Background: an optimization exercise with open tools, aiming at small area, a short achievable clock period and few clock cycles per item. Do not read the settings as production practice.
Only simulation tests tie the RTL to the original design; equivalence was not proved.
Power figures rest on the tool's default switching activity, not on a simulated workload.

delta:
// priority_schedule_timing
module priority_schedule_timing (
  input  logic               clk,
  input  logic               rst_n,
  input  logic               in_valid,
  output logic               in_ready,
  input  logic [BURST_W-1:0] in_burst_time,
  input  logic [PRIO_W-1:0]  in_priority_req,
  input  logic               in_last_job,
  output logic               out_valid,
  input  logic               out_ready,
  output logic [ID_W-1:0]    out_job_id,
  output logic [PRIO_W-1:0]  out_job_priority,
  output logic [BURST_W-1:0] out_job_burst,
  output logic [TIME_W-1:0]  out_wait_time,
  output logic [TIME_W-1:0]  out_turnaround_time,
  output logic               out_last_row,
  output logic [AVG_W-1:0]   out_avg_wait_q8,
  output logic [AVG_W-1:0]   out_avg_turnaround_q8,
  output logic               out_jobs_dropped
);
make LEC_CHECK=0 CAP_MARGIN=20 CORE_MARGIN=2 CORE_UTILIZATION=40 SETUP_SLACK_MARGIN=1.25 SLEW_MARGIN=20 finish   # period 6.0 ns
run.sh (not shown) runs the stock make flow with config.mk's settings and CLKGATE_MAP_FILE= SYNTH_SCRIPT=/design/flow/synth_recipe.tcl, a recipe that flattens the netlist after the stock synthesis.
Testbench counts of delta, summed over its fixed seeds: cycles 3,054, jobs 2,636.
Modified inputs, amber compared to delta
# delta
export LEC_CHECK = 0
export CAP_MARGIN = 20
export CORE_MARGIN = 2
export CORE_UTILIZATION = 40
export SETUP_SLACK_MARGIN = 1.25
export SLEW_MARGIN = 20
create_clock -name core_clock -period 6.0 [get_ports {clk}]
# amber
export LEC_CHECK = 0
export CAP_MARGIN = 20
export CORE_MARGIN = 2
export CORE_UTILIZATION = 40
export SETUP_SLACK_MARGIN = 1.5
export SLEW_MARGIN = 20
export TNS_END_PERCENT = 10
create_clock -name core_clock -period 6.0 [get_ports {clk}]
==> run summary <==
From delta to amber the numbers moved as follows: endpoint arrival time on the critical path dropped 0.33 ns; least setup slack across all paths after layout climbed 0.18 ns.
amber vs delta — met3 usage in global routing dropped 0.59 points.
[compare] base=delta new=amber: global-route wire length before repair shows an increase of 5.3%; count of clock-buffer cells in the layout shows an increase of 19.
Any difference in net switching power between amber and delta is small enough to ignore.
Higher final wirelength was reported by amber, not delta.
A highest-delay cell along the critical path of sky130_fd_sc_hd__fa_1 is what amber shows, while sky130_fd_sc_hd__buf_4 belongs to delta.
Compared with delta, amber ends up with more cell area.
Compare delta and amber | part of the total power dissipated in sequential elements lower: delta
The inputs of ember differ from those of amber as listed below.
# amber
export LEC_CHECK = 0
export CAP_MARGIN = 20
export CORE_MARGIN = 2
export CORE_UTILIZATION = 40
export SETUP_SLACK_MARGIN = 1.5
export SLEW_MARGIN = 20
export TNS_END_PERCENT = 10
create_clock -name core_clock -period 6.0 [get_ports {clk}]
# ember
export LEC_CHECK = 0
export CAP_MARGIN = 20
export CORE_MARGIN = 2
export CORE_UTILIZATION = 50
export SETUP_SLACK_MARGIN = 1.5
export SLEW_MARGIN = 20
create_clock -name core_clock -period 6.0 [get_ports {clk}]
- [diff] clock tree skew after final layout, ember relative to amber: improvement
- Going from amber to ember, arrival time at the worst endpoint did not really move; average routed wire per standard cell went up.


priority_schedule_timing again, from the RTL that the note above started with.
// priority_schedule_timing
module priority_schedule_timing (
  input  logic               clk,
  input  logic               rst_n,
  input  logic               in_valid,
  output logic               in_ready,
  input  logic [BURST_W-1:0] in_burst_time,
  input  logic [PRIO_W-1:0]  in_priority_req,
  input  logic               in_last_job,
  output logic               out_valid,
  input  logic               out_ready,
  output logic [ID_W-1:0]    out_job_id,
  output logic [PRIO_W-1:0]  out_job_priority,
  output logic [BURST_W-1:0] out_job_burst,
  output logic [TIME_W-1:0]  out_wait_time,
  output logic [TIME_W-1:0]  out_turnaround_time,
  output logic               out_last_row,
  output logic [AVG_W-1:0]   out_avg_wait_q8,
  output logic [AVG_W-1:0]   out_avg_turnaround_q8,
  output logic               out_jobs_dropped
);
  localparam int P     = MAX_JOBS;
  localparam int DIV_K = 3;                  
  localparam int DIV_N = (AVG_W - 1 + DIV_K - 1) / DIV_K;      
  localparam int DCW   = $clog2(DIV_N);
  localparam int NB    = 1 << TAG_W;      
  logic [PTR_W-1:0] pl_r, ps_r, pe_r;        
  logic [CNT_W-1:0] cnt_r;                   
  logic             ovf_r;                   
  logic [NB*CNT_W-1:0] meta_n_r;             
  logic [NB-1:0]       meta_o_r;             
  logic [P-1:0]         v, inb, inc, sel_s0, sel_s1, sel_e, alloc;
  logic [P*PRIO_W-1:0]  prio_f;
  logic [P*BURST_W-1:0] burst_f;
  logic [P*ID_W-1:0]    id_f;
  logic             in_acc, ins_go, emit_go;
  logic [P-1:0]     pend_r;                  
  logic [11:0]      bcnt_r;                  
  logic [RK_W-1:0]  pend_rank;
  logic [RK_W-2:0]  ks_r;                    
  logic [RK_W-1:0]  ke_r;                    
  logic seen;
  always_comb begin
    seen = 1'b0;
    for (int i = 0; i < P; i++) begin
      alloc[i] = !v[i] && !seen;
      seen     = seen || !v[i];
    end
  end
  logic             in_ready_r;
  logic [CNT_W-1:0] occ_r, occ_n;            
  logic [PTR_W-1:0] pl_n, pe_n;
  logic [CNT_W-1:0] cnt_n;
  assign in_ready = in_ready_r;
  assign in_acc   = in_valid && in_ready_r;
  ...
Settings: LEC_CHECK=0, CAP_MARGIN=20, CORE_MARGIN=2, CORE_UTILIZATION=40, SETUP_SLACK_MARGIN=1.0, SLEW_MARGIN=20, TNS_END_PERCENT=10; clock period 6.0 ns.
Testbench counts at the start, summed over its fixed seeds: cycles 3,054, jobs 2,636.
Then changed:
Settings changed: SETUP_SLACK_MARGIN 1.0 to 1.5, TNS_END_PERCENT 10 to not set.
Effect: Power is higher by 1.7%; final area rose by 5.5%; flip-flop and latch count stays the same; first-iteration DRC count rose by 2.7%; routed wire length goes up by 4.1%; critical path depth rises by 4; core utilization went up by 2.6 points; combinational power is higher by 12%; via count rose by 3.5%.

==> what the ideal ports hide <==
In the flow no input, the clock included, has a driving cell. The finished layouts below were timed again as built, in two steps.
Step 1 sets driving cells, clkbuf_16 on the clock port and buf_2 on the other inputs (assumed; they add their load-dependent delay and slew).
Step 2 adds t to the input delays and takes it off the output delays; t is the mean of the earliest and latest rising clock arrival at the registers after step 1. Input paths then give back, and output paths get back, about the clock's delay inside the block.
a / b / c = no drivers / after step 1 / after step 2; a / b = the first two.
run	shift t [ns]	slack for setup (ns)	worst setup path after step 2	slew at the worst register clock pin (ns)	pins driven straight from the clock port
delta	0.813	1.216 / 1.216 / 0.794	input to register	0.07 / 0.07	1
amber	0.824	1.392 / 1.392 / 0.659	input to register	0.07 / 0.07	1
ember	0.786	1.358 / 1.358 / 0.913	input to register	0.07 / 0.07	1
the first run of note 2	0.820	0.976 / 0.976 / 0.730	input to register	0.07 / 0.07	1
the second run of note 2	0.829	1.349 / 1.349 / 0.824	input to register	0.07 / 0.07	1
After both steps setup and hold are still met in every run listed. The setup slack of amber, which loses most, moves by 0.000 ns with the drivers and by -0.733 ns with both steps.
